Source: an optimization exercise on an open RTL-to-GDS flow (aim: small area, a short achievable clock period and few clock cycles per item). Production flows keep margins and buffers that such runs may drop.
No functional check of the RTL was part of any run shown here.
Power is estimated from default activity; no workload was simulated.

==> flow/design.v (outline; a module is shown in full before it is edited, if it fits) <==
// module dot8: 3086 lines
// module systolic_mm_top: 109 lines
module systolic_mm_top (
    input  logic                  clk,
    input  logic                  rst,
    input  logic                  in_valid,
    input  logic [8-1:0] in_data,
    output logic                  out_valid,
    output logic [8-1:0] out_data,
    output logic                  busy,
    output logic                  done
);
  // ...
==> flow/flow/run.sh <==
#!/bin/bash
# Standard ORFS layout, except that synthesis skips the "abc -fast" pass of
# yosys synth's fine step (synth -noabc), so extract_fa sees the adder
# logic as written instead of after an ABC remap that flips polarities and
# leaves inverters around the full-adder cells. Everything else is the standard flow's
# standard.sh and synth_recipe.tcl unchanged.
set -euo pipefail
cd "$(dirname "$0")/.."
first='proc synth {args} { yosys synth -nofsm -noshare {*}$args }'
[[ "$(head -1 synth_recipe.tcl)" == "$first" ]] || { echo "unexpected synth_recipe.tcl" >&2; exit 1; }
{ echo 'proc synth {args} { yosys synth -nofsm -noshare -noabc {*}$args }'; tail -n +2 synth_recipe.tcl; } > noabc_synth.tcl
grep -q "SYNTH_SCRIPT=$PWD/synth_recipe.tcl" standard.sh || { echo "unexpected standard.sh" >&2; exit 1; }
sed "s#SYNTH_SCRIPT=$PWD/synth_recipe.tcl#SYNTH_SCRIPT=$PWD/noabc_synth.tcl#" standard.sh > noabc_standard.sh
bash noabc_standard.sh > layout.log 2>&1
==> flow/standard.sh <==
#!/bin/bash
# synth_recipe.tcl (not shown) runs the flow's synth.tcl, then flattens the netlist and writes it again
# the make line also repeats each setting of config.mk as NAME=value (left out here)
make -C /OpenROAD-flow-scripts/flow DESIGN_CONFIG=/design/flow/config.mk WORK_HOME=/design/flow/orfs CLKGATE_MAP_FILE= SYNTH_SCRIPT=/design/flow/synth_recipe.tcl "${@:-finish}"
==> flow/config.mk <==
export PLATFORM = sky130hd
export DESIGN_NAME = systolic_mm_top
export DESIGN_NICKNAME = systolic_mm_top
export VERILOG_FILES = /design/flow/design.v
export SDC_FILE = /design/flow/constraint.sdc
export NUM_CORES = 4
export LEC_CHECK = 0
export CAP_MARGIN = 20
export CORE_MARGIN = 2
export CORE_UTILIZATION = 70
export CTS_CLUSTER_DIAMETER = 60
export CTS_CLUSTER_SIZE = 34
export SETUP_SLACK_MARGIN = 3.7
export SLEW_MARGIN = 20
==> flow/constraint.sdc <==
create_clock -name core_clock -period 6.0 [get_ports {clk}]
set_input_delay 1.2000 -clock core_clock [delete_from_list [all_inputs] [get_ports {clk}]]
set_output_delay 1.2000 -clock core_clock [all_outputs]
set_load 0.01 [all_outputs]
==> summary.txt, run 1 <==
seq pwr 10.4 mW; Arr. time, crit path 3140 ps; simple-gate share of the synthesized area 5.93%; fill cell count 3873; slowest stage cell on the critical path fa_2; worst-margin pin slew 1020 ps; antenna violations before repair 4; mux share of post-synthesis cell area 0.331%; Remaining Overflow, GRT 0; top layer in use met4; buffer share of cell area 0.832%; slack of the worst reg-to-reg path 3430 ps; Logic power comb 1.82 mW; CP Class reg2reg; cell depth of the worst setup path 10; commonest non-fill, non-tap cell in the layout edfxtp_1; row count 99; DIE WIDTH 275 um; largest net degree at the start of global routing 182; multi-input logic area 12300 sq um; CP Launch Type flip-flop; status finished clean; busiest layer in global routing met2; final wirelength 99900 um; remaining antenna violation count 0; ys async rst share 3.04%; endpoints failing setup 0; clock network fraction of total power 33.7%; Clock buffer cells 84; Critical Path Fanout Max 3; worst r2r path cells 10; Synthesis Warnings 3; vias in the first global route 23600; drt drc 0
==> run 2, diff against run 1 <==
--- a/flow/design.v
+++ b/flow/design.v
@@ -1529,475 +1529,475 @@
     logic r8_c390;
     logic r8_c400;
     logic r8_s402;
     logic r8_c392;
     logic r8_c401;
     logic r8_s403;
     logic r8_c394;
     logic r8_c402;
-    assign pp0_0_0 = ~(a[0] & b[0]);
-    assign pp0_0_1 = ~(a[0] & b[1]);
-    assign pp0_0_2 = ~(a[0] & b[2]);
-    assign pp0_0_3 = ~(a[0] & b[3]);
-    assign pp0_0_4 = ~(a[0] & b[4]);
-    assign pp0_0_5 = ~(a[0] & b[5]);
-    assign pp0_0_6 = ~(a[0] & b[6]);
+    assign pp0_0_0 = ~a[0] | ~b[0];
+    assign pp0_0_1 = ~a[0] | ~b[1];
+    assign pp0_0_2 = ~a[0] | ~b[2];
+    assign pp0_0_3 = ~a[0] | ~b[3];
+    assign pp0_0_4 = ~a[0] | ~b[4];
+    assign pp0_0_5 = ~a[0] | ~b[5];
+    assign pp0_0_6 = ~a[0] | ~b[6];
     assign pp0_0_7 = a[0] & b[7];
-    assign pp0_1_0 = ~(a[1] & b[0]);
-    assign pp0_1_1 = ~(a[1] & b[1]);
-    assign pp0_1_2 = ~(a[1] & b[2]);
-    assign pp0_1_3 = ~(a[1] & b[3]);
-    assign pp0_1_4 = ~(a[1] & b[4]);
-    assign pp0_1_5 = ~(a[1] & b[5]);
-    assign pp0_1_6 = ~(a[1] & b[6]);
+    assign pp0_1_0 = ~a[1] | ~b[0];
+    assign pp0_1_1 = ~a[1] | ~b[1];
+    assign pp0_1_2 = ~a[1] | ~b[2];
+    assign pp0_1_3 = ~a[1] | ~b[3];
+    assign pp0_1_4 = ~a[1] | ~b[4];
+    assign pp0_1_5 = ~a[1] | ~b[5];
+    assign pp0_1_6 = ~a[1] | ~b[6];
     assign pp0_1_7 = a[1] & b[7];
-    assign pp0_2_0 = ~(a[2] & b[0]);
-    assign pp0_2_1 = ~(a[2] & b[1]);
-    assign pp0_2_2 = ~(a[2] & b[2]);
-    assign pp0_2_3 = ~(a[2] & b[3]);
-    assign pp0_2_4 = ~(a[2] & b[4]);
-    assign pp0_2_5 = ~(a[2] & b[5]);
-    assign pp0_2_6 = ~(a[2] & b[6]);
+    assign pp0_2_0 = ~a[2] | ~b[0];
+    assign pp0_2_1 = ~a[2] | ~b[1];
+    assign pp0_2_2 = ~a[2] | ~b[2];
+    assign pp0_2_3 = ~a[2] | ~b[3];
+    assign pp0_2_4 = ~a[2] | ~b[4];
+    assign pp0_2_5 = ~a[2] | ~b[5];
+    assign pp0_2_6 = ~a[2] | ~b[6];
     assign pp0_2_7 = a[2] & b[7];
-    assign pp0_3_0 = ~(a[3] & b[0]);
-    assign pp0_3_1 = ~(a[3] & b[1]);
-    assign pp0_3_2 = ~(a[3] & b[2]);
-    assign pp0_3_3 = ~(a[3] & b[3]);
-    assign pp0_3_4 = ~(a[3] & b[4]);
-    assign pp0_3_5 = ~(a[3] & b[5]);
-    assign pp0_3_6 = ~(a[3] & b[6]);
+    assign pp0_3_0 = ~a[3] | ~b[0];
+    assign pp0_3_1 = ~a[3] | ~b[1];
+    assign pp0_3_2 = ~a[3] | ~b[2];
+    assign pp0_3_3 = ~a[3] | ~b[3];
+    assign pp0_3_4 = ~a[3] | ~b[4];
+    assign pp0_3_5 = ~a[3] | ~b[5];
+    assign pp0_3_6 = ~a[3] | ~b[6];
     assign pp0_3_7 = a[3] & b[7];
-    assign pp0_4_0 = ~(a[4] & b[0]);
-    assign pp0_4_1 = ~(a[4] & b[1]);
-    assign pp0_4_2 = ~(a[4] & b[2]);
-    assign pp0_4_3 = ~(a[4] & b[3]);
-    assign pp0_4_4 = ~(a[4] & b[4]);
-    assign pp0_4_5 = ~(a[4] & b[5]);
-    assign pp0_4_6 = ~(a[4] & b[6]);
+    assign pp0_4_0 = ~a[4] | ~b[0];
+    assign pp0_4_1 = ~a[4] | ~b[1];
+    assign pp0_4_2 = ~a[4] | ~b[2];
+    assign pp0_4_3 = ~a[4] | ~b[3];
+    assign pp0_4_4 = ~a[4] | ~b[4];
+    assign pp0_4_5 = ~a[4] | ~b[5];
+    assign pp0_4_6 = ~a[4] | ~b[6];
     assign pp0_4_7 = a[4] & b[7];
-    assign pp0_5_0 = ~(a[5] & b[0]);
-    assign pp0_5_1 = ~(a[5] & b[1]);
-    assign pp0_5_2 = ~(a[5] & b[2]);
-    assign pp0_5_3 = ~(a[5] & b[3]);
-    assign pp0_5_4 = ~(a[5] & b[4]);
-    assign pp0_5_5 = ~(a[5] & b[5]);
-    assign pp0_5_6 = ~(a[5] & b[6]);
-    assign pp0_6_0 = ~(a[6] & b[0]);
-    assign pp0_6_1 = ~(a[6] & b[1]);
-    assign pp0_6_2 = ~(a[6] & b[2]);
-    assign pp0_6_3 = ~(a[6] & b[3]);
-    assign pp0_6_4 = ~(a[6] & b[4]);
-    assign pp0_6_5 = ~(a[6] & b[5]);
+    assign pp0_5_0 = ~a[5] | ~b[0];
+    assign pp0_5_1 = ~a[5] | ~b[1];
+    assign pp0_5_2 = ~a[5] | ~b[2];
+    assign pp0_5_3 = ~a[5] | ~b[3];
+    assign pp0_5_4 = ~a[5] | ~b[4];
+    assign pp0_5_5 = ~a[5] | ~b[5];
+    assign pp0_5_6 = ~a[5] | ~b[6];
+    assign pp0_6_0 = ~a[6] | ~b[0];
+    assign pp0_6_1 = ~a[6] | ~b[1];
+    assign pp0_6_2 = ~a[6] | ~b[2];
+    assign pp0_6_3 = ~a[6] | ~b[3];
+    assign pp0_6_4 = ~a[6] | ~b[4];
+    assign pp0_6_5 = ~a[6] | ~b[5];
     assign pp0_7_0 = a[7] & b[0];
     assign pp0_7_1 = a[7] & b[1];
     assign pp0_7_2 = a[7] & b[2];
     assign pp0_7_3 = a[7] & b[3];
     assign pp0_7_4 = a[7] & b[4];
-    assign pp1_0_0 = ~(a[8] & b[8]);
-    assign pp1_0_1 = ~(a[8] & b[9]);
-    assign pp1_0_2 = ~(a[8] & b[10]);
-    assign pp1_0_3 = ~(a[8] & b[11]);
-    assign pp1_0_4 = ~(a[8] & b[12]);
-    assign pp1_0_5 = ~(a[8] & b[13]);
-    assign pp1_0_6 = ~(a[8] & b[14]);
+    assign pp1_0_0 = ~a[8] | ~b[8];
+    assign pp1_0_1 = ~a[8] | ~b[9];
+    assign pp1_0_2 = ~a[8] | ~b[10];
+    assign pp1_0_3 = ~a[8] | ~b[11];
+    assign pp1_0_4 = ~a[8] | ~b[12];
+    assign pp1_0_5 = ~a[8] | ~b[13];
+    assign pp1_0_6 = ~a[8] | ~b[14];
     assign pp1_0_7 = a[8] & b[15];
-    assign pp1_1_0 = ~(a[9] & b[8]);
-    assign pp1_1_1 = ~(a[9] & b[9]);
-    assign pp1_1_2 = ~(a[9] & b[10]);
-    assign pp1_1_3 = ~(a[9] & b[11]);
-    assign pp1_1_4 = ~(a[9] & b[12]);
-    assign pp1_1_5 = ~(a[9] & b[13]);
-    assign pp1_1_6 = ~(a[9] & b[14]);
+    assign pp1_1_0 = ~a[9] | ~b[8];
+    assign pp1_1_1 = ~a[9] | ~b[9];
+    assign pp1_1_2 = ~a[9] | ~b[10];
+    assign pp1_1_3 = ~a[9] | ~b[11];
+    assign pp1_1_4 = ~a[9] | ~b[12];
+    assign pp1_1_5 = ~a[9] | ~b[13];
+    assign pp1_1_6 = ~a[9] | ~b[14];
     assign pp1_1_7 = a[9] & b[15];
-    assign pp1_2_0 = ~(a[10] & b[8]);
-    assign pp1_2_1 = ~(a[10] & b[9]);
-    assign pp1_2_2 = ~(a[10] & b[10]);
-    assign pp1_2_3 = ~(a[10] & b[11]);
-    assign pp1_2_4 = ~(a[10] & b[12]);
-    assign pp1_2_5 = ~(a[10] & b[13]);
-    assign pp1_2_6 = ~(a[10] & b[14]);
+    assign pp1_2_0 = ~a[10] | ~b[8];
+    assign pp1_2_1 = ~a[10] | ~b[9];
+    assign pp1_2_2 = ~a[10] | ~b[10];
+    assign pp1_2_3 = ~a[10] | ~b[11];
+    assign pp1_2_4 = ~a[10] | ~b[12];
+    assign pp1_2_5 = ~a[10] | ~b[13];
+    assign pp1_2_6 = ~a[10] | ~b[14];
     assign pp1_2_7 = a[10] & b[15];
-    assign pp1_3_0 = ~(a[11] & b[8]);
-    assign pp1_3_1 = ~(a[11] & b[9]);
-    assign pp1_3_2 = ~(a[11] & b[10]);
-    assign pp1_3_3 = ~(a[11] & b[11]);
-    assign pp1_3_4 = ~(a[11] & b[12]);
-    assign pp1_3_5 = ~(a[11] & b[13]);
-    assign pp1_3_6 = ~(a[11] & b[14]);
+    assign pp1_3_0 = ~a[11] | ~b[8];
+    assign pp1_3_1 = ~a[11] | ~b[9];
+    assign pp1_3_2 = ~a[11] | ~b[10];
+    assign pp1_3_3 = ~a[11] | ~b[11];
+    assign pp1_3_4 = ~a[11] | ~b[12];
+    assign pp1_3_5 = ~a[11] | ~b[13];
+    assign pp1_3_6 = ~a[11] | ~b[14];
     assign pp1_3_7 = a[11] & b[15];
-    assign pp1_4_0 = ~(a[12] & b[8]);
-    assign pp1_4_1 = ~(a[12] & b[9]);
-    assign pp1_4_2 = ~(a[12] & b[10]);
-    assign pp1_4_3 = ~(a[12] & b[11]);
-    assign pp1_4_4 = ~(a[12] & b[12]);
-    assign pp1_4_5 = ~(a[12] & b[13]);
-    assign pp1_4_6 = ~(a[12] & b[14]);
+    assign pp1_4_0 = ~a[12] | ~b[8];
+    assign pp1_4_1 = ~a[12] | ~b[9];
+    assign pp1_4_2 = ~a[12] | ~b[10];
+    assign pp1_4_3 = ~a[12] | ~b[11];
+    assign pp1_4_4 = ~a[12] | ~b[12];
+    assign pp1_4_5 = ~a[12] | ~b[13];
+    assign pp1_4_6 = ~a[12] | ~b[14];
     assign pp1_4_7 = a[12] & b[15];
-    assign pp1_5_0 = ~(a[13] & b[8]);
-    assign pp1_5_1 = ~(a[13] & b[9]);
-    assign pp1_5_2 = ~(a[13] & b[10]);
-    assign pp1_5_3 = ~(a[13] & b[11]);
-    assign pp1_5_4 = ~(a[13] & b[12]);
-    assign pp1_5_5 = ~(a[13] & b[13]);
-    assign pp1_5_6 = ~(a[13] & b[14]);
-    assign pp1_6_0 = ~(a[14] & b[8]);
-    assign pp1_6_1 = ~(a[14] & b[9]);
-    assign pp1_6_2 = ~(a[14] & b[10]);
-    assign pp1_6_3 = ~(a[14] & b[11]);
-    assign pp1_6_4 = ~(a[14] & b[12]);
-    assign pp1_6_5 = ~(a[14] & b[13]);
+    assign pp1_5_0 = ~a[13] | ~b[8];
+    assign pp1_5_1 = ~a[13] | ~b[9];
+    assign pp1_5_2 = ~a[13] | ~b[10];
+    assign pp1_5_3 = ~a[13] | ~b[11];
+    assign pp1_5_4 = ~a[13] | ~b[12];
+    assign pp1_5_5 = ~a[13] | ~b[13];
+    assign pp1_5_6 = ~a[13] | ~b[14];
+    assign pp1_6_0 = ~a[14] | ~b[8];
+    assign pp1_6_1 = ~a[14] | ~b[9];
+    assign pp1_6_2 = ~a[14] | ~b[10];
+    assign pp1_6_3 = ~a[14] | ~b[11];
+    assign pp1_6_4 = ~a[14] | ~b[12];
+    assign pp1_6_5 = ~a[14] | ~b[13];
     assign pp1_7_0 = a[15] & b[8];
     assign pp1_7_1 = a[15] & b[9];
     assign pp1_7_2 = a[15] & b[10];
     assign pp1_7_3 = a[15] & b[11];
     assign pp1_7_4 = a[15] & b[12];
-    assign pp2_0_0 = ~(a[16] & b[16]);
-    assign pp2_0_1 = ~(a[16] & b[17]);
-    assign pp2_0_2 = ~(a[16] & b[18]);
-    assign pp2_0_3 = ~(a[16] & b[19]);
-    assign pp2_0_4 = ~(a[16] & b[20]);
-    assign pp2_0_5 = ~(a[16] & b[21]);
-    assign pp2_0_6 = ~(a[16] & b[22]);
+    assign pp2_0_0 = ~a[16] | ~b[16];
+    assign pp2_0_1 = ~a[16] | ~b[17];
+    assign pp2_0_2 = ~a[16] | ~b[18];
+    assign pp2_0_3 = ~a[16] | ~b[19];
+    assign pp2_0_4 = ~a[16] | ~b[20];
+    assign pp2_0_5 = ~a[16] | ~b[21];
+    assign pp2_0_6 = ~a[16] | ~b[22];
     assign pp2_0_7 = a[16] & b[23];
-    assign pp2_1_0 = ~(a[17] & b[16]);
-    assign pp2_1_1 = ~(a[17] & b[17]);
-    assign pp2_1_2 = ~(a[17] & b[18]);
-    assign pp2_1_3 = ~(a[17] & b[19]);
-    assign pp2_1_4 = ~(a[17] & b[20]);
-    assign pp2_1_5 = ~(a[17] & b[21]);
-    assign pp2_1_6 = ~(a[17] & b[22]);
+    assign pp2_1_0 = ~a[17] | ~b[16];
+    assign pp2_1_1 = ~a[17] | ~b[17];
+    assign pp2_1_2 = ~a[17] | ~b[18];
+    assign pp2_1_3 = ~a[17] | ~b[19];
+    assign pp2_1_4 = ~a[17] | ~b[20];
+    assign pp2_1_5 = ~a[17] | ~b[21];
+    assign pp2_1_6 = ~a[17] | ~b[22];
     assign pp2_1_7 = a[17] & b[23];
-    assign pp2_2_0 = ~(a[18] & b[16]);
-    assign pp2_2_1 = ~(a[18] & b[17]);
-    assign pp2_2_2 = ~(a[18] & b[18]);
-    assign pp2_2_3 = ~(a[18] & b[19]);
-    assign pp2_2_4 = ~(a[18] & b[20]);
-    assign pp2_2_5 = ~(a[18] & b[21]);
-    assign pp2_2_6 = ~(a[18] & b[22]);
+    assign pp2_2_0 = ~a[18] | ~b[16];
+    assign pp2_2_1 = ~a[18] | ~b[17];
+    assign pp2_2_2 = ~a[18] | ~b[18];
+    assign pp2_2_3 = ~a[18] | ~b[19];
+    assign pp2_2_4 = ~a[18] | ~b[20];
+    assign pp2_2_5 = ~a[18] | ~b[21];
+    assign pp2_2_6 = ~a[18] | ~b[22];
     assign pp2_2_7 = a[18] & b[23];
-    assign pp2_3_0 = ~(a[19] & b[16]);
-    assign pp2_3_1 = ~(a[19] & b[17]);
-    assign pp2_3_2 = ~(a[19] & b[18]);
-    assign pp2_3_3 = ~(a[19] & b[19]);
-    assign pp2_3_4 = ~(a[19] & b[20]);
-    assign pp2_3_5 = ~(a[19] & b[21]);
-    assign pp2_3_6 = ~(a[19] & b[22]);
+    assign pp2_3_0 = ~a[19] | ~b[16];
+    assign pp2_3_1 = ~a[19] | ~b[17];
+    assign pp2_3_2 = ~a[19] | ~b[18];
+    assign pp2_3_3 = ~a[19] | ~b[19];
+    assign pp2_3_4 = ~a[19] | ~b[20];
+    assign pp2_3_5 = ~a[19] | ~b[21];
+    assign pp2_3_6 = ~a[19] | ~b[22];
     assign pp2_3_7 = a[19] & b[23];
-    assign pp2_4_0 = ~(a[20] & b[16]);
-    assign pp2_4_1 = ~(a[20] & b[17]);
-    assign pp2_4_2 = ~(a[20] & b[18]);
-    assign pp2_4_3 = ~(a[20] & b[19]);
-    assign pp2_4_4 = ~(a[20] & b[20]);
-    assign pp2_4_5 = ~(a[20] & b[21]);
-    assign pp2_4_6 = ~(a[20] & b[22]);
+    assign pp2_4_0 = ~a[20] | ~b[16];
+    assign pp2_4_1 = ~a[20] | ~b[17];
+    assign pp2_4_2 = ~a[20] | ~b[18];
+    assign pp2_4_3 = ~a[20] | ~b[19];
+    assign pp2_4_4 = ~a[20] | ~b[20];
+    assign pp2_4_5 = ~a[20] | ~b[21];
+    assign pp2_4_6 = ~a[20] | ~b[22];
     assign pp2_4_7 = a[20] & b[23];
-    assign pp2_5_0 = ~(a[21] & b[16]);
-    assign pp2_5_1 = ~(a[21] & b[17]);
-    assign pp2_5_2 = ~(a[21] & b[18]);
-    assign pp2_5_3 = ~(a[21] & b[19]);
-    assign pp2_5_4 = ~(a[21] & b[20]);
-    assign pp2_5_5 = ~(a[21] & b[21]);
-    assign pp2_5_6 = ~(a[21] & b[22]);
-    assign pp2_6_0 = ~(a[22] & b[16]);
-    assign pp2_6_1 = ~(a[22] & b[17]);
-    assign pp2_6_2 = ~(a[22] & b[18]);
-    assign pp2_6_3 = ~(a[22] & b[19]);
-    assign pp2_6_4 = ~(a[22] & b[20]);
-    assign pp2_6_5 = ~(a[22] & b[21]);
+    assign pp2_5_0 = ~a[21] | ~b[16];
+    assign pp2_5_1 = ~a[21] | ~b[17];
+    assign pp2_5_2 = ~a[21] | ~b[18];
+    assign pp2_5_3 = ~a[21] | ~b[19];
+    assign pp2_5_4 = ~a[21] | ~b[20];
+    assign pp2_5_5 = ~a[21] | ~b[21];
+    assign pp2_5_6 = ~a[21] | ~b[22];
+    assign pp2_6_0 = ~a[22] | ~b[16];
+    assign pp2_6_1 = ~a[22] | ~b[17];
+    assign pp2_6_2 = ~a[22] | ~b[18];
+    assign pp2_6_3 = ~a[22] | ~b[19];
+    assign pp2_6_4 = ~a[22] | ~b[20];
+    assign pp2_6_5 = ~a[22] | ~b[21];
     assign pp2_7_0 = a[23] & b[16];
     assign pp2_7_1 = a[23] & b[17];
     assign pp2_7_2 = a[23] & b[18];
     assign pp2_7_3 = a[23] & b[19];
     assign pp2_7_4 = a[23] & b[20];
-    assign pp3_0_0 = ~(a[24] & b[24]);
-    assign pp3_0_1 = ~(a[24] & b[25]);
-    assign pp3_0_2 = ~(a[24] & b[26]);
-    assign pp3_0_3 = ~(a[24] & b[27]);
-    assign pp3_0_4 = ~(a[24] & b[28]);
-    assign pp3_0_5 = ~(a[24] & b[29]);
-    assign pp3_0_6 = ~(a[24] & b[30]);
+    assign pp3_0_0 = ~a[24] | ~b[24];
+    assign pp3_0_1 = ~a[24] | ~b[25];
+    assign pp3_0_2 = ~a[24] | ~b[26];
+    assign pp3_0_3 = ~a[24] | ~b[27];
+    assign pp3_0_4 = ~a[24] | ~b[28];
+    assign pp3_0_5 = ~a[24] | ~b[29];
+    assign pp3_0_6 = ~a[24] | ~b[30];
     assign pp3_0_7 = a[24] & b[31];
-    assign pp3_1_0 = ~(a[25] & b[24]);
-    assign pp3_1_1 = ~(a[25] & b[25]);
-    assign pp3_1_2 = ~(a[25] & b[26]);
-    assign pp3_1_3 = ~(a[25] & b[27]);
-    assign pp3_1_4 = ~(a[25] & b[28]);
-    assign pp3_1_5 = ~(a[25] & b[29]);
-    assign pp3_1_6 = ~(a[25] & b[30]);
+    assign pp3_1_0 = ~a[25] | ~b[24];
+    assign pp3_1_1 = ~a[25] | ~b[25];
+    assign pp3_1_2 = ~a[25] | ~b[26];
+    assign pp3_1_3 = ~a[25] | ~b[27];
+    assign pp3_1_4 = ~a[25] | ~b[28];
+    assign pp3_1_5 = ~a[25] | ~b[29];
+    assign pp3_1_6 = ~a[25] | ~b[30];
     assign pp3_1_7 = a[25] & b[31];
-    assign pp3_2_0 = ~(a[26] & b[24]);
-    assign pp3_2_1 = ~(a[26] & b[25]);
-    assign pp3_2_2 = ~(a[26] & b[26]);
-    assign pp3_2_3 = ~(a[26] & b[27]);
-    assign pp3_2_4 = ~(a[26] & b[28]);
-    assign pp3_2_5 = ~(a[26] & b[29]);
-    assign pp3_2_6 = ~(a[26] & b[30]);
+    assign pp3_2_0 = ~a[26] | ~b[24];
+    assign pp3_2_1 = ~a[26] | ~b[25];
+    assign pp3_2_2 = ~a[26] | ~b[26];
+    assign pp3_2_3 = ~a[26] | ~b[27];
+    assign pp3_2_4 = ~a[26] | ~b[28];
+    assign pp3_2_5 = ~a[26] | ~b[29];
+    assign pp3_2_6 = ~a[26] | ~b[30];
     assign pp3_2_7 = a[26] & b[31];
-    assign pp3_3_0 = ~(a[27] & b[24]);
-    assign pp3_3_1 = ~(a[27] & b[25]);
-    assign pp3_3_2 = ~(a[27] & b[26]);
-    assign pp3_3_3 = ~(a[27] & b[27]);
-    assign pp3_3_4 = ~(a[27] & b[28]);
-    assign pp3_3_5 = ~(a[27] & b[29]);
-    assign pp3_3_6 = ~(a[27] & b[30]);
+    assign pp3_3_0 = ~a[27] | ~b[24];
+    assign pp3_3_1 = ~a[27] | ~b[25];
+    assign pp3_3_2 = ~a[27] | ~b[26];
+    assign pp3_3_3 = ~a[27] | ~b[27];
+    assign pp3_3_4 = ~a[27] | ~b[28];
+    assign pp3_3_5 = ~a[27] | ~b[29];
+    assign pp3_3_6 = ~a[27] | ~b[30];
     assign pp3_3_7 = a[27] & b[31];
-    assign pp3_4_0 = ~(a[28] & b[24]);
-    assign pp3_4_1 = ~(a[28] & b[25]);
-    assign pp3_4_2 = ~(a[28] & b[26]);
-    assign pp3_4_3 = ~(a[28] & b[27]);
-    assign pp3_4_4 = ~(a[28] & b[28]);
-    assign pp3_4_5 = ~(a[28] & b[29]);
-    assign pp3_4_6 = ~(a[28] & b[30]);
+    assign pp3_4_0 = ~a[28] | ~b[24];
+    assign pp3_4_1 = ~a[28] | ~b[25];
+    assign pp3_4_2 = ~a[28] | ~b[26];
+    assign pp3_4_3 = ~a[28] | ~b[27];
+    assign pp3_4_4 = ~a[28] | ~b[28];
+    assign pp3_4_5 = ~a[28] | ~b[29];
+    assign pp3_4_6 = ~a[28] | ~b[30];
     assign pp3_4_7 = a[28] & b[31];
-    assign pp3_5_0 = ~(a[29] & b[24]);
-    assign pp3_5_1 = ~(a[29] & b[25]);
-    assign pp3_5_2 = ~(a[29] & b[26]);
-    assign pp3_5_3 = ~(a[29] & b[27]);
-    assign pp3_5_4 = ~(a[29] & b[28]);
-    assign pp3_5_5 = ~(a[29] & b[29]);
-    assign pp3_5_6 = ~(a[29] & b[30]);
-    assign pp3_6_0 = ~(a[30] & b[24]);
-    assign pp3_6_1 = ~(a[30] & b[25]);
-    assign pp3_6_2 = ~(a[30] & b[26]);
-    assign pp3_6_3 = ~(a[30] & b[27]);
-    assign pp3_6_4 = ~(a[30] & b[28]);
-    assign pp3_6_5 = ~(a[30] & b[29]);
+    assign pp3_5_0 = ~a[29] | ~b[24];
+    assign pp3_5_1 = ~a[29] | ~b[25];
+    assign pp3_5_2 = ~a[29] | ~b[26];
+    assign pp3_5_3 = ~a[29] | ~b[27];
+    assign pp3_5_4 = ~a[29] | ~b[28];
+    assign pp3_5_5 = ~a[29] | ~b[29];
+    assign pp3_5_6 = ~a[29] | ~b[30];
+    assign pp3_6_0 = ~a[30] | ~b[24];
+    assign pp3_6_1 = ~a[30] | ~b[25];
+    assign pp3_6_2 = ~a[30] | ~b[26];
+    assign pp3_6_3 = ~a[30] | ~b[27];
+    assign pp3_6_4 = ~a[30] | ~b[28];
+    assign pp3_6_5 = ~a[30] | ~b[29];
     assign pp3_7_0 = a[31] & b[24];
     assign pp3_7_1 = a[31] & b[25];
     assign pp3_7_2 = a[31] & b[26];
     assign pp3_7_3 = a[31] & b[27];
     assign pp3_7_4 = a[31] & b[28];
-    assign pp4_0_0 = ~(a[32] & b[32]);
-    assign pp4_0_1 = ~(a[32] & b[33]);
-    assign pp4_0_2 = ~(a[32] & b[34]);
-    assign pp4_0_3 = ~(a[32] & b[35]);
-    assign pp4_0_4 = ~(a[32] & b[36]);
-    assign pp4_0_5 = ~(a[32] & b[37]);
-    assign pp4_0_6 = ~(a[32] & b[38]);
+    assign pp4_0_0 = ~a[32] | ~b[32];
+    assign pp4_0_1 = ~a[32] | ~b[33];
+    assign pp4_0_2 = ~a[32] | ~b[34];
+    assign pp4_0_3 = ~a[32] | ~b[35];
+    assign pp4_0_4 = ~a[32] | ~b[36];
+    assign pp4_0_5 = ~a[32] | ~b[37];
+    assign pp4_0_6 = ~a[32] | ~b[38];
     assign pp4_0_7 = a[32] & b[39];
-    assign pp4_1_0 = ~(a[33] & b[32]);
-    assign pp4_1_1 = ~(a[33] & b[33]);
-    assign pp4_1_2 = ~(a[33] & b[34]);
-    assign pp4_1_3 = ~(a[33] & b[35]);
-    assign pp4_1_4 = ~(a[33] & b[36]);
-    assign pp4_1_5 = ~(a[33] & b[37]);
-    assign pp4_1_6 = ~(a[33] & b[38]);
+    assign pp4_1_0 = ~a[33] | ~b[32];
+    assign pp4_1_1 = ~a[33] | ~b[33];
+    assign pp4_1_2 = ~a[33] | ~b[34];
+    assign pp4_1_3 = ~a[33] | ~b[35];
+    assign pp4_1_4 = ~a[33] | ~b[36];
+    assign pp4_1_5 = ~a[33] | ~b[37];
+    assign pp4_1_6 = ~a[33] | ~b[38];
     assign pp4_1_7 = a[33] & b[39];
-    assign pp4_2_0 = ~(a[34] & b[32]);
-    assign pp4_2_1 = ~(a[34] & b[33]);
-    assign pp4_2_2 = ~(a[34] & b[34]);
-    assign pp4_2_3 = ~(a[34] & b[35]);
-    assign pp4_2_4 = ~(a[34] & b[36]);
-    assign pp4_2_5 = ~(a[34] & b[37]);
-    assign pp4_2_6 = ~(a[34] & b[38]);
+    assign pp4_2_0 = ~a[34] | ~b[32];
+    assign pp4_2_1 = ~a[34] | ~b[33];
+    assign pp4_2_2 = ~a[34] | ~b[34];
+    assign pp4_2_3 = ~a[34] | ~b[35];
+    assign pp4_2_4 = ~a[34] | ~b[36];
+    assign pp4_2_5 = ~a[34] | ~b[37];
+    assign pp4_2_6 = ~a[34] | ~b[38];
     assign pp4_2_7 = a[34] & b[39];
-    assign pp4_3_0 = ~(a[35] & b[32]);
-    assign pp4_3_1 = ~(a[35] & b[33]);
-    assign pp4_3_2 = ~(a[35] & b[34]);
-    assign pp4_3_3 = ~(a[35] & b[35]);
-    assign pp4_3_4 = ~(a[35] & b[36]);
-    assign pp4_3_5 = ~(a[35] & b[37]);
-    assign pp4_3_6 = ~(a[35] & b[38]);
+    assign pp4_3_0 = ~a[35] | ~b[32];
+    assign pp4_3_1 = ~a[35] | ~b[33];
+    assign pp4_3_2 = ~a[35] | ~b[34];
+    assign pp4_3_3 = ~a[35] | ~b[35];
+    assign pp4_3_4 = ~a[35] | ~b[36];
+    assign pp4_3_5 = ~a[35] | ~b[37];
+    assign pp4_3_6 = ~a[35] | ~b[38];
     assign pp4_3_7 = a[35] & b[39];
-    assign pp4_4_0 = ~(a[36] & b[32]);
-    assign pp4_4_1 = ~(a[36] & b[33]);
-    assign pp4_4_2 = ~(a[36] & b[34]);
-    assign pp4_4_3 = ~(a[36] & b[35]);
-    assign pp4_4_4 = ~(a[36] & b[36]);
-    assign pp4_4_5 = ~(a[36] & b[37]);
-    assign pp4_4_6 = ~(a[36] & b[38]);
+    assign pp4_4_0 = ~a[36] | ~b[32];
+    assign pp4_4_1 = ~a[36] | ~b[33];
+    assign pp4_4_2 = ~a[36] | ~b[34];
+    assign pp4_4_3 = ~a[36] | ~b[35];
+    assign pp4_4_4 = ~a[36] | ~b[36];
+    assign pp4_4_5 = ~a[36] | ~b[37];
+    assign pp4_4_6 = ~a[36] | ~b[38];
     assign pp4_4_7 = a[36] & b[39];
-    assign pp4_5_0 = ~(a[37] & b[32]);
-    assign pp4_5_1 = ~(a[37] & b[33]);
-    assign pp4_5_2 = ~(a[37] & b[34]);
-    assign pp4_5_3 = ~(a[37] & b[35]);
-    assign pp4_5_4 = ~(a[37] & b[36]);
-    assign pp4_5_5 = ~(a[37] & b[37]);
-    assign pp4_5_6 = ~(a[37] & b[38]);
-    assign pp4_6_0 = ~(a[38] & b[32]);
-    assign pp4_6_1 = ~(a[38] & b[33]);
-    assign pp4_6_2 = ~(a[38] & b[34]);
-    assign pp4_6_3 = ~(a[38] & b[35]);
-    assign pp4_6_4 = ~(a[38] & b[36]);
-    assign pp4_6_5 = ~(a[38] & b[37]);
+    assign pp4_5_0 = ~a[37] | ~b[32];
+    assign pp4_5_1 = ~a[37] | ~b[33];
+    assign pp4_5_2 = ~a[37] | ~b[34];
+    assign pp4_5_3 = ~a[37] | ~b[35];
+    assign pp4_5_4 = ~a[37] | ~b[36];
+    assign pp4_5_5 = ~a[37] | ~b[37];
+    assign pp4_5_6 = ~a[37] | ~b[38];
+    assign pp4_6_0 = ~a[38] | ~b[32];
+    assign pp4_6_1 = ~a[38] | ~b[33];
+    assign pp4_6_2 = ~a[38] | ~b[34];
+    assign pp4_6_3 = ~a[38] | ~b[35];
+    assign pp4_6_4 = ~a[38] | ~b[36];
+    assign pp4_6_5 = ~a[38] | ~b[37];
     assign pp4_7_0 = a[39] & b[32];
     assign pp4_7_1 = a[39] & b[33];
     assign pp4_7_2 = a[39] & b[34];
     assign pp4_7_3 = a[39] & b[35];
     assign pp4_7_4 = a[39] & b[36];
-    assign pp5_0_0 = ~(a[40] & b[40]);
-    assign pp5_0_1 = ~(a[40] & b[41]);
-    assign pp5_0_2 = ~(a[40] & b[42]);
-    assign pp5_0_3 = ~(a[40] & b[43]);
-    assign pp5_0_4 = ~(a[40] & b[44]);
-    assign pp5_0_5 = ~(a[40] & b[45]);
-    assign pp5_0_6 = ~(a[40] & b[46]);
+    assign pp5_0_0 = ~a[40] | ~b[40];
+    assign pp5_0_1 = ~a[40] | ~b[41];
+    assign pp5_0_2 = ~a[40] | ~b[42];
+    assign pp5_0_3 = ~a[40] | ~b[43];
+    assign pp5_0_4 = ~a[40] | ~b[44];
+    assign pp5_0_5 = ~a[40] | ~b[45];
+    assign pp5_0_6 = ~a[40] | ~b[46];
     assign pp5_0_7 = a[40] & b[47];
-    assign pp5_1_0 = ~(a[41] & b[40]);
-    assign pp5_1_1 = ~(a[41] & b[41]);
-    assign pp5_1_2 = ~(a[41] & b[42]);
-    assign pp5_1_3 = ~(a[41] & b[43]);
-    assign pp5_1_4 = ~(a[41] & b[44]);
-    assign pp5_1_5 = ~(a[41] & b[45]);
-    assign pp5_1_6 = ~(a[41] & b[46]);
+    assign pp5_1_0 = ~a[41] | ~b[40];
+    assign pp5_1_1 = ~a[41] | ~b[41];
+    assign pp5_1_2 = ~a[41] | ~b[42];
+    assign pp5_1_3 = ~a[41] | ~b[43];
+    assign pp5_1_4 = ~a[41] | ~b[44];
+    assign pp5_1_5 = ~a[41] | ~b[45];
+    assign pp5_1_6 = ~a[41] | ~b[46];
     assign pp5_1_7 = a[41] & b[47];
-    assign pp5_2_0 = ~(a[42] & b[40]);
-    assign pp5_2_1 = ~(a[42] & b[41]);
-    assign pp5_2_2 = ~(a[42] & b[42]);
-    assign pp5_2_3 = ~(a[42] & b[43]);
-    assign pp5_2_4 = ~(a[42] & b[44]);
-    assign pp5_2_5 = ~(a[42] & b[45]);
-    assign pp5_2_6 = ~(a[42] & b[46]);
+    assign pp5_2_0 = ~a[42] | ~b[40];
+    assign pp5_2_1 = ~a[42] | ~b[41];
+    assign pp5_2_2 = ~a[42] | ~b[42];
+    assign pp5_2_3 = ~a[42] | ~b[43];
+    assign pp5_2_4 = ~a[42] | ~b[44];
+    assign pp5_2_5 = ~a[42] | ~b[45];
+    assign pp5_2_6 = ~a[42] | ~b[46];
     assign pp5_2_7 = a[42] & b[47];
-    assign pp5_3_0 = ~(a[43] & b[40]);
-    assign pp5_3_1 = ~(a[43] & b[41]);
-    assign pp5_3_2 = ~(a[43] & b[42]);
-    assign pp5_3_3 = ~(a[43] & b[43]);
-    assign pp5_3_4 = ~(a[43] & b[44]);
-    assign pp5_3_5 = ~(a[43] & b[45]);
-    assign pp5_3_6 = ~(a[43] & b[46]);
+    assign pp5_3_0 = ~a[43] | ~b[40];
+    assign pp5_3_1 = ~a[43] | ~b[41];
+    assign pp5_3_2 = ~a[43] | ~b[42];
+    assign pp5_3_3 = ~a[43] | ~b[43];
+    assign pp5_3_4 = ~a[43] | ~b[44];
+    assign pp5_3_5 = ~a[43] | ~b[45];
+    assign pp5_3_6 = ~a[43] | ~b[46];
     assign pp5_3_7 = a[43] & b[47];
-    assign pp5_4_0 = ~(a[44] & b[40]);
-    assign pp5_4_1 = ~(a[44] & b[41]);
-    assign pp5_4_2 = ~(a[44] & b[42]);
-    assign pp5_4_3 = ~(a[44] & b[43]);
-    assign pp5_4_4 = ~(a[44] & b[44]);
-    assign pp5_4_5 = ~(a[44] & b[45]);
-    assign pp5_4_6 = ~(a[44] & b[46]);
+    assign pp5_4_0 = ~a[44] | ~b[40];
+    assign pp5_4_1 = ~a[44] | ~b[41];
+    assign pp5_4_2 = ~a[44] | ~b[42];
+    assign pp5_4_3 = ~a[44] | ~b[43];
+    assign pp5_4_4 = ~a[44] | ~b[44];
+    assign pp5_4_5 = ~a[44] | ~b[45];
+    assign pp5_4_6 = ~a[44] | ~b[46];
     assign pp5_4_7 = a[44] & b[47];
-    assign pp5_5_0 = ~(a[45] & b[40]);
-    assign pp5_5_1 = ~(a[45] & b[41]);
-    assign pp5_5_2 = ~(a[45] & b[42]);
-    assign pp5_5_3 = ~(a[45] & b[43]);
-    assign pp5_5_4 = ~(a[45] & b[44]);
-    assign pp5_5_5 = ~(a[45] & b[45]);
-    assign pp5_5_6 = ~(a[45] & b[46]);
-    assign pp5_6_0 = ~(a[46] & b[40]);
-    assign pp5_6_1 = ~(a[46] & b[41]);
-    assign pp5_6_2 = ~(a[46] & b[42]);
-    assign pp5_6_3 = ~(a[46] & b[43]);
-    assign pp5_6_4 = ~(a[46] & b[44]);
-    assign pp5_6_5 = ~(a[46] & b[45]);
+    assign pp5_5_0 = ~a[45] | ~b[40];
+    assign pp5_5_1 = ~a[45] | ~b[41];
+    assign pp5_5_2 = ~a[45] | ~b[42];
+    assign pp5_5_3 = ~a[45] | ~b[43];
+    assign pp5_5_4 = ~a[45] | ~b[44];
+    assign pp5_5_5 = ~a[45] | ~b[45];
+    assign pp5_5_6 = ~a[45] | ~b[46];
+    assign pp5_6_0 = ~a[46] | ~b[40];
+    assign pp5_6_1 = ~a[46] | ~b[41];
+    assign pp5_6_2 = ~a[46] | ~b[42];
+    assign pp5_6_3 = ~a[46] | ~b[43];
+    assign pp5_6_4 = ~a[46] | ~b[44];
+    assign pp5_6_5 = ~a[46] | ~b[45];
     assign pp5_7_0 = a[47] & b[40];
     assign pp5_7_1 = a[47] & b[41];
     assign pp5_7_2 = a[47] & b[42];
     assign pp5_7_3 = a[47] & b[43];
     assign pp5_7_4 = a[47] & b[44];
-    assign pp6_0_0 = ~(a[48] & b[48]);
-    assign pp6_0_1 = ~(a[48] & b[49]);
-    assign pp6_0_2 = ~(a[48] & b[50]);
-    assign pp6_0_3 = ~(a[48] & b[51]);
-    assign pp6_0_4 = ~(a[48] & b[52]);
-    assign pp6_0_5 = ~(a[48] & b[53]);
-    assign pp6_0_6 = ~(a[48] & b[54]);
+    assign pp6_0_0 = ~a[48] | ~b[48];
+    assign pp6_0_1 = ~a[48] | ~b[49];
+    assign pp6_0_2 = ~a[48] | ~b[50];
+    assign pp6_0_3 = ~a[48] | ~b[51];
+    assign pp6_0_4 = ~a[48] | ~b[52];
+    assign pp6_0_5 = ~a[48] | ~b[53];
+    assign pp6_0_6 = ~a[48] | ~b[54];
     assign pp6_0_7 = a[48] & b[55];
-    assign pp6_1_0 = ~(a[49] & b[48]);
-    assign pp6_1_1 = ~(a[49] & b[49]);
-    assign pp6_1_2 = ~(a[49] & b[50]);
-    assign pp6_1_3 = ~(a[49] & b[51]);
-    assign pp6_1_4 = ~(a[49] & b[52]);
-    assign pp6_1_5 = ~(a[49] & b[53]);
-    assign pp6_1_6 = ~(a[49] & b[54]);
+    assign pp6_1_0 = ~a[49] | ~b[48];
+    assign pp6_1_1 = ~a[49] | ~b[49];
+    assign pp6_1_2 = ~a[49] | ~b[50];
+    assign pp6_1_3 = ~a[49] | ~b[51];
+    assign pp6_1_4 = ~a[49] | ~b[52];
+    assign pp6_1_5 = ~a[49] | ~b[53];
+    assign pp6_1_6 = ~a[49] | ~b[54];
     assign pp6_1_7 = a[49] & b[55];
-    assign pp6_2_0 = ~(a[50] & b[48]);
-    assign pp6_2_1 = ~(a[50] & b[49]);
-    assign pp6_2_2 = ~(a[50] & b[50]);
-    assign pp6_2_3 = ~(a[50] & b[51]);
-    assign pp6_2_4 = ~(a[50] & b[52]);
-    assign pp6_2_5 = ~(a[50] & b[53]);
-    assign pp6_2_6 = ~(a[50] & b[54]);
+    assign pp6_2_0 = ~a[50] | ~b[48];
+    assign pp6_2_1 = ~a[50] | ~b[49];
+    assign pp6_2_2 = ~a[50] | ~b[50];
+    assign pp6_2_3 = ~a[50] | ~b[51];
+    assign pp6_2_4 = ~a[50] | ~b[52];
+    assign pp6_2_5 = ~a[50] | ~b[53];
+    assign pp6_2_6 = ~a[50] | ~b[54];
     assign pp6_2_7 = a[50] & b[55];
-    assign pp6_3_0 = ~(a[51] & b[48]);
-    assign pp6_3_1 = ~(a[51] & b[49]);
-    assign pp6_3_2 = ~(a[51] & b[50]);
-    assign pp6_3_3 = ~(a[51] & b[51]);
-    assign pp6_3_4 = ~(a[51] & b[52]);
-    assign pp6_3_5 = ~(a[51] & b[53]);
-    assign pp6_3_6 = ~(a[51] & b[54]);
+    assign pp6_3_0 = ~a[51] | ~b[48];
+    assign pp6_3_1 = ~a[51] | ~b[49];
+    assign pp6_3_2 = ~a[51] | ~b[50];
+    assign pp6_3_3 = ~a[51] | ~b[51];
+    assign pp6_3_4 = ~a[51] | ~b[52];
+    assign pp6_3_5 = ~a[51] | ~b[53];
+    assign pp6_3_6 = ~a[51] | ~b[54];
     assign pp6_3_7 = a[51] & b[55];
-    assign pp6_4_0 = ~(a[52] & b[48]);
-    assign pp6_4_1 = ~(a[52] & b[49]);
-    assign pp6_4_2 = ~(a[52] & b[50]);
-    assign pp6_4_3 = ~(a[52] & b[51]);
-    assign pp6_4_4 = ~(a[52] & b[52]);
-    assign pp6_4_5 = ~(a[52] & b[53]);
-    assign pp6_4_6 = ~(a[52] & b[54]);
+    assign pp6_4_0 = ~a[52] | ~b[48];
+    assign pp6_4_1 = ~a[52] | ~b[49];
+    assign pp6_4_2 = ~a[52] | ~b[50];
+    assign pp6_4_3 = ~a[52] | ~b[51];
+    assign pp6_4_4 = ~a[52] | ~b[52];
+    assign pp6_4_5 = ~a[52] | ~b[53];
+    assign pp6_4_6 = ~a[52] | ~b[54];
     assign pp6_4_7 = a[52] & b[55];
-    assign pp6_5_0 = ~(a[53] & b[48]);
-    assign pp6_5_1 = ~(a[53] & b[49]);
-    assign pp6_5_2 = ~(a[53] & b[50]);
-    assign pp6_5_3 = ~(a[53] & b[51]);
-    assign pp6_5_4 = ~(a[53] & b[52]);
-    assign pp6_5_5 = ~(a[53] & b[53]);
-    assign pp6_5_6 = ~(a[53] & b[54]);
-    assign pp6_6_0 = ~(a[54] & b[48]);
-    assign pp6_6_1 = ~(a[54] & b[49]);
-    assign pp6_6_2 = ~(a[54] & b[50]);
-    assign pp6_6_3 = ~(a[54] & b[51]);
-    assign pp6_6_4 = ~(a[54] & b[52]);
-    assign pp6_6_5 = ~(a[54] & b[53]);
+    assign pp6_5_0 = ~a[53] | ~b[48];
+    assign pp6_5_1 = ~a[53] | ~b[49];
+    assign pp6_5_2 = ~a[53] | ~b[50];
+    assign pp6_5_3 = ~a[53] | ~b[51];
+    assign pp6_5_4 = ~a[53] | ~b[52];
+    assign pp6_5_5 = ~a[53] | ~b[53];
+    assign pp6_5_6 = ~a[53] | ~b[54];
+    assign pp6_6_0 = ~a[54] | ~b[48];
+    assign pp6_6_1 = ~a[54] | ~b[49];
+    assign pp6_6_2 = ~a[54] | ~b[50];
+    assign pp6_6_3 = ~a[54] | ~b[51];
+    assign pp6_6_4 = ~a[54] | ~b[52];
+    assign pp6_6_5 = ~a[54] | ~b[53];
     assign pp6_7_0 = a[55] & b[48];
     assign pp6_7_1 = a[55] & b[49];
     assign pp6_7_2 = a[55] & b[50];
     assign pp6_7_3 = a[55] & b[51];
     assign pp6_7_4 = a[55] & b[52];
-    assign pp7_0_0 = ~(a[56] & b[56]);
-    assign pp7_0_1 = ~(a[56] & b[57]);
-    assign pp7_0_2 = ~(a[56] & b[58]);
-    assign pp7_0_3 = ~(a[56] & b[59]);
-    assign pp7_0_4 = ~(a[56] & b[60]);
-    assign pp7_0_5 = ~(a[56] & b[61]);
-    assign pp7_0_6 = ~(a[56] & b[62]);
+    assign pp7_0_0 = ~a[56] | ~b[56];
+    assign pp7_0_1 = ~a[56] | ~b[57];
+    assign pp7_0_2 = ~a[56] | ~b[58];
+    assign pp7_0_3 = ~a[56] | ~b[59];
+    assign pp7_0_4 = ~a[56] | ~b[60];
+    assign pp7_0_5 = ~a[56] | ~b[61];
+    assign pp7_0_6 = ~a[56] | ~b[62];
     assign pp7_0_7 = a[56] & b[63];
-    assign pp7_1_0 = ~(a[57] & b[56]);
-    assign pp7_1_1 = ~(a[57] & b[57]);
-    assign pp7_1_2 = ~(a[57] & b[58]);
-    assign pp7_1_3 = ~(a[57] & b[59]);
-    assign pp7_1_4 = ~(a[57] & b[60]);
-    assign pp7_1_5 = ~(a[57] & b[61]);
-    assign pp7_1_6 = ~(a[57] & b[62]);
+    assign pp7_1_0 = ~a[57] | ~b[56];
+    assign pp7_1_1 = ~a[57] | ~b[57];
+    assign pp7_1_2 = ~a[57] | ~b[58];
+    assign pp7_1_3 = ~a[57] | ~b[59];
+    assign pp7_1_4 = ~a[57] | ~b[60];
+    assign pp7_1_5 = ~a[57] | ~b[61];
+    assign pp7_1_6 = ~a[57] | ~b[62];
     assign pp7_1_7 = a[57] & b[63];
-    assign pp7_2_0 = ~(a[58] & b[56]);
-    assign pp7_2_1 = ~(a[58] & b[57]);
-    assign pp7_2_2 = ~(a[58] & b[58]);
-    assign pp7_2_3 = ~(a[58] & b[59]);
-    assign pp7_2_4 = ~(a[58] & b[60]);
-    assign pp7_2_5 = ~(a[58] & b[61]);
-    assign pp7_2_6 = ~(a[58] & b[62]);
+    assign pp7_2_0 = ~a[58] | ~b[56];
+    assign pp7_2_1 = ~a[58] | ~b[57];
+    assign pp7_2_2 = ~a[58] | ~b[58];
+    assign pp7_2_3 = ~a[58] | ~b[59];
+    assign pp7_2_4 = ~a[58] | ~b[60];
+    assign pp7_2_5 = ~a[58] | ~b[61];
+    assign pp7_2_6 = ~a[58] | ~b[62];
     assign pp7_2_7 = a[58] & b[63];
-    assign pp7_3_0 = ~(a[59] & b[56]);
-    assign pp7_3_1 = ~(a[59] & b[57]);
-    assign pp7_3_2 = ~(a[59] & b[58]);
-    assign pp7_3_3 = ~(a[59] & b[59]);
-    assign pp7_3_4 = ~(a[59] & b[60]);
-    assign pp7_3_5 = ~(a[59] & b[61]);
-    assign pp7_3_6 = ~(a[59] & b[62]);
+    assign pp7_3_0 = ~a[59] | ~b[56];
+    assign pp7_3_1 = ~a[59] | ~b[57];
+    assign pp7_3_2 = ~a[59] | ~b[58];
+    assign pp7_3_3 = ~a[59] | ~b[59];
+    assign pp7_3_4 = ~a[59] | ~b[60];
+    assign pp7_3_5 = ~a[59] | ~b[61];
+    assign pp7_3_6 = ~a[59] | ~b[62];
     assign pp7_3_7 = a[59] & b[63];
-    assign pp7_4_0 = ~(a[60] & b[56]);
-    assign pp7_4_1 = ~(a[60] & b[57]);
-    assign pp7_4_2 = ~(a[60] & b[58]);
-    assign pp7_4_3 = ~(a[60] & b[59]);
-    assign pp7_4_4 = ~(a[60] & b[60]);
-    assign pp7_4_5 = ~(a[60] & b[61]);
-    assign pp7_4_6 = ~(a[60] & b[62]);
+    assign pp7_4_0 = ~a[60] | ~b[56];
+    assign pp7_4_1 = ~a[60] | ~b[57];
+    assign pp7_4_2 = ~a[60] | ~b[58];
+    assign pp7_4_3 = ~a[60] | ~b[59];
+    assign pp7_4_4 = ~a[60] | ~b[60];
+    assign pp7_4_5 = ~a[60] | ~b[61];
+    assign pp7_4_6 = ~a[60] | ~b[62];
     assign pp7_4_7 = a[60] & b[63];
-    assign pp7_5_0 = ~(a[61] & b[56]);
-    assign pp7_5_1 = ~(a[61] & b[57]);
-    assign pp7_5_2 = ~(a[61] & b[58]);
-    assign pp7_5_3 = ~(a[61] & b[59]);
-    assign pp7_5_4 = ~(a[61] & b[60]);
-    assign pp7_5_5 = ~(a[61] & b[61]);
-    assign pp7_5_6 = ~(a[61] & b[62]);
-    assign pp7_6_0 = ~(a[62] & b[56]);
-    assign pp7_6_1 = ~(a[62] & b[57]);
-    assign pp7_6_2 = ~(a[62] & b[58]);
-    assign pp7_6_3 = ~(a[62] & b[59]);
-    assign pp7_6_4 = ~(a[62] & b[60]);
-    assign pp7_6_5 = ~(a[62] & b[61]);
+    assign pp7_5_0 = ~a[61] | ~b[56];
+    assign pp7_5_1 = ~a[61] | ~b[57];
+    assign pp7_5_2 = ~a[61] | ~b[58];
+    assign pp7_5_3 = ~a[61] | ~b[59];
+    assign pp7_5_4 = ~a[61] | ~b[60];
+    assign pp7_5_5 = ~a[61] | ~b[61];
+    assign pp7_5_6 = ~a[61] | ~b[62];
+    assign pp7_6_0 = ~a[62] | ~b[56];
+    assign pp7_6_1 = ~a[62] | ~b[57];
+    assign pp7_6_2 = ~a[62] | ~b[58];
+    assign pp7_6_3 = ~a[62] | ~b[59];
+    assign pp7_6_4 = ~a[62] | ~b[60];
+    assign pp7_6_5 = ~a[62] | ~b[61];
     assign pp7_7_0 = a[63] & b[56];
     assign pp7_7_1 = a[63] & b[57];
     assign pp7_7_2 = a[63] & b[58];
     assign pp7_7_3 = a[63] & b[59];
     assign pp7_7_4 = a[63] & b[60];
     assign s0 = pp0_0_0 ^ pp1_0_0 ^ pp2_0_0;
     assign c0 = (pp0_0_0 & pp1_0_0) | (pp0_0_0 & pp2_0_0) | (pp1_0_0 & pp2_0_0);
     assign s1 = pp3_0_0 ^ pp4_0_0 ^ pp5_0_0;
==> run 2 against run 1 <==
Still clean on timing, DRC and antenna. Core utilization fell by 0.24 points. Sequential share of layout area rose by 2.6 points. Via count fell by 1.2%. Sequential power about the same. Wire length up 2.3%. Die area decreased by 2.9%. Combinational power shrank 15%. First-iteration DRC count is 20% higher. Clock power about the same. Count of clock-buffer cells in the layout shrank 3. Clock skew rose by 12 ps. Critical path type unchanged. Critical endpoint is now dot8_inst.res[7]. Largest cell class unchanged.
==> summary.txt, run 2 <==
post-synthesis sequential area ratio 76.3% (was 74.1%); placed standard-cell area 51200 sq um (was 53000 sq um); power share of the combinational group 8.4% (was 9.8%); Placed Instances 3500 (was 3792); multi-input logic area 11400 sq um (was 12300 sq um); headroom to the max-slew limit 24.9% (was 32.0%); # IOs 22 (unchanged); static leakage 18.1 nW (was 19.7 nW); maxcap violations 0 (unchanged); part of the cycle the worst path needs 43.1% (was 42.8%); Final Max Tran Viols 0 (unchanged); Synthesis Warnings 3 (unchanged); final hold violation count 0 (unchanged); Layout Utilization 77.0% (was 77.2%); drt first pass iters 6 (was 5); worst skew pair latency 670 ps (was 660 ps); min Tclk post-route 2580 ps (was 2570 ps); fmax 387 MHz (was 390 MHz); Buf/Inv on CP 0 (was 2); CP Launch Type flip-flop (unchanged); Setup crit end kind flip-flop (unchanged); IO Port Bufs 21 (unchanged); switching power total 4.39 mW (was 4.47 mW); detailed-route via count 21700 (was 21900); critical path's top delay family adder cells (unchanged); Final Instance Area 54200 sq um (was 56300 sq um); Finished Layout Cells 3642 (was 3945); RSZ-0062 raised after global routing true (unchanged); synth top area cells edfxtp_1 (62%), fa_1 (15%), dfxtp_1 (13%) (was edfxtp_1 (60%), fa_1 (14%), dfxtp_1 (12%)); Core Area 70400 sq um (was 72800 sq um); clk sinks 1382 (unchanged); hold path start dot8_inst.r5_s309 (was dot8_inst.r5_s352); cts bufs inserted 72 (was 74); Reg area 38200 sq um (about the same); vias in the first global route 23400 (was 23600); setup_tns 0 ps (unchanged); worst setup margin 3420 ps (was 3430 ps); Seq cells post-synth 1382 (unchanged); CP Class reg2reg (unchanged); antenna violations before repair 6 (was 4); Flop pwr share 57.3% (was 56.4%); most instantiated library cell after synthesis edfxtp_1 (unchanged); worst hold-check path type reg2reg (unchanged); slowest stage cell on the critical path fa_1 (was fa_2); total track usage 29.0% (was 27.7%); WP data required 6570 ps (about the same); Layout area overhead 8.48% (was 9.32%); CP max stage delay 490 ps (was 550 ps); Worst-path clk slew 110 ps (about the same); Critical Path, Cell by Cell fa_1 -> ha_1 -> ha_1 -> a21o_1 -> a21o_1 -> a21o_1 -> a41oi_2 -> xnor2_1 (was inv_2 -> ha_4 -> inv_2 -> fa_2 -> ha_4 -> o211a_4 -> a2111oi_4 -> o21ai_2 -> a21oi_2 -> xor2_1); worst-margin pin slew 1130 ps (was 1020 ps); row count 97 (was 99); post-synth cell types 47 (was 48); Mapped Cells 2613 (was 2803); endpoints failing setup 0 (unchanged); Avg Synthesized Cell Area 19.1 sq um (was 18.4 sq um); worst r2r src dot8_inst.r8_c398 (was dot8_inst.r8_r5_s352); remaining antenna violation count 0 (unchanged); top-area cell type share of the netlist area 61.5% (was 59.8%); Crit path top cell by count a21o_1; largest net degree at the start of global routing 176 (was 182); CTS tree done (unchanged); Yosys top cell by area edfxtp_1 (unchanged); syn_nets 3020 (was 3210); DIE AREA 73500 sq um (was 75700 sq um); Nets 3050 (was 3328); PnR Total Power 18.2 mW (was 18.5 mW); Netlist Area Pre-Place 50000 sq um (was 51500 sq um); fill cell count 3700 (was 3873); Arr. time, crit path 3160 ps (was 3140 ps); clock skew 44.7 ps (was 33.2 ps); clock network fraction of total power 34.2% (was 33.7%); clock buffer depth 3 (unchanged); DR iter-0 viols 2398 (was 1998); commonest non-fill, non-tap cell in the layout edfxtp_1 (unchanged); drt drc 0 (unchanged); Fin Hold WS 324 ps (was 335 ps); DIE WIDTH 271 um (was 275 um); EDFF count, synth 1024 (unchanged); Largest regs bq: 512 flops, la: 512 flops (unchanged); DP Worst Slack 2890 ps (was 2770 ps); power per standard cell area 336 nW/um^2 (was 329 nW/um^2); H-tree depth 3 (unchanged); crit path launch dot8_inst.r8_c398 (was dot8_inst.r8_r5_s352); ys async rst share 3.04% (unchanged); status finished clean (unchanged); Die Ht 271 um (was 275 um); Post-synth top cells edfxtp_1 (1024), nand2_1 (436), fa_1 (368), dfxtp_1 (316), xnor2_1 (76) (was edfxtp_1 (1024), and2_1 (374), fa_1 (368), inv_1 (324), dfxtp_1 (316)); Initial Util 71.0% (was 70.6%); peak supply drop 0.000621 V (was 0.000789 V); Critical Path Fanout Max 5 (was 3); internal cell power 13.8 mW (was 14.0 mW); HPWL reported at the end of detailed placement 65700 um (was 66200 um); final wirelength 102000 um (was 99900 um); drt wl/cell 28.1 um (was 25.3 um); global-route wire length before repair 152000 um (was 149000 um); CTS hold repair buffers 0 (unchanged); clock root buffer clkbuf_16 (unchanged); GPL Wtd Cong 0.918 (was 0.913); commonest cells after routing, fill and taps aside edfxtp_1 (1024), nand2_1 (434), fa_1 (367) (was edfxtp_1 (1024), and2_1 (372), fa_1 (366)); layout cells sized above 1 8.26% (was 8.15%); Switching Fraction 24.1% (was 24.2%); vias per cell 5.95 (was 5.56); most common flop cell mapped by yosys edfxtp_1 (unchanged); Remaining Overflow, GRT 0 (unchanged)
## run 2: layout make-up
| type | count | share of cell area [%] |
|---|---|---|
| clock buffers | 81 | 3.60 |
| clock inverters | 50 | 1.64 |
| diodes | 2 | 0.00923 |
| inverters | 43 | 0.298 |
| repair buffers | 45 | 0.813 |
| flip-flops and latches | 1382 | 70.4 |
| multi-input cells | 1099 | 21.1 |
| well taps | 940 | 2.17 |
## run 2: kinds of logic after synthesis
logic type,Yosys count,synth area share [%]
AO/OA/AOI/OAI,44,0.576
XOR/XNOR,92,1.61
adder cells (fa/ha/maj),396,15.4
buffers and inverters,132,1.06
flip-flops,1382,76.3
multiplexers,16,0.341
AND/OR/NAND/NOR,551,4.65
## run 2: timing repair
| item | CTS | global route |
|---|---|---|
| setup buffers | 3 | 6 |
| pin swaps | 9 | 6 |
| gates resized for setup | 66 | 20 |
| setup endpoints to repair | 195 | 35 |
## run 2: per-layer routing
metal	GRT usage, %	vias to the layer above	part of all wire [%]
li1	-	9020	-
met5	0	-	0
met3	4.32	252	6.1
met4	10.9	0	4.3
met1	41.1	11400	40
met2	47.0	991	49
## run 2: final timing paths
kind                            cells after the start  slack (ps)                   end
worst max-delay path                                8        3420      dot8_inst.res[7]
worst min-delay path                                0         320  dot8_inst.r8_r5_s309
max in group asynchronous                           1        4640                   ben
worst min register to register                      0         320  dot8_inst.r8_r5_s309
min in group asynchronous                           1         650                 lh[5]
worst max register to register                      8        3420      dot8_inst.res[7]
## run 2: power by group through the flow
stage | Sequential (mW) | Clock, mW | Combinational (mW)
after floorplan | 10.6 | 0 | 0.830
after global placement | 10.6 | 0 | 1.12
after detailed placement | 10.6 | 0 | 1.21
after CTS | 10.4 | 6.33 | 1.37
after global routing | 10.4 | 6.63 | 1.69
final | 10.4 | 6.22 | 1.54

-- static timing again, ports no longer ideal --
Ports are ideal in the flow. The routed layouts listed here were re-timed in OpenROAD.
Step 1: set_driving_cell puts a clkbuf_16 on clk and a buf_2 on each other input, an assumption about the parent block.
Step 2 moves the port delays by t, midway between the first and last clock arrival at a register: inputs arrive t later, outputs are due t later. That takes back most of the time a late clock gives input paths.
Slacks: ideal / step 1 / step 2; pairs: ideal / step 1.
| run | shift t [ns] | slack for setup (ns) | hold WS [ns] | worst slew at a driven data input, ns |
|---|---|---|---|---|
| run 1 | 0.714 | 3.434 / 3.434 / 3.103 | 0.335 / 0.335 / 0.335 | 0.04 |
| run 2 | 0.713 | 3.416 / 3.416 / 3.416 | 0.324 / 0.324 / 0.324 | 0.04 |
After both steps every run listed still meets setup and hold. For run 1, which loses most, drivers alone change the setup slack by 0.000 ns; drivers and shift together by -0.331 ns.
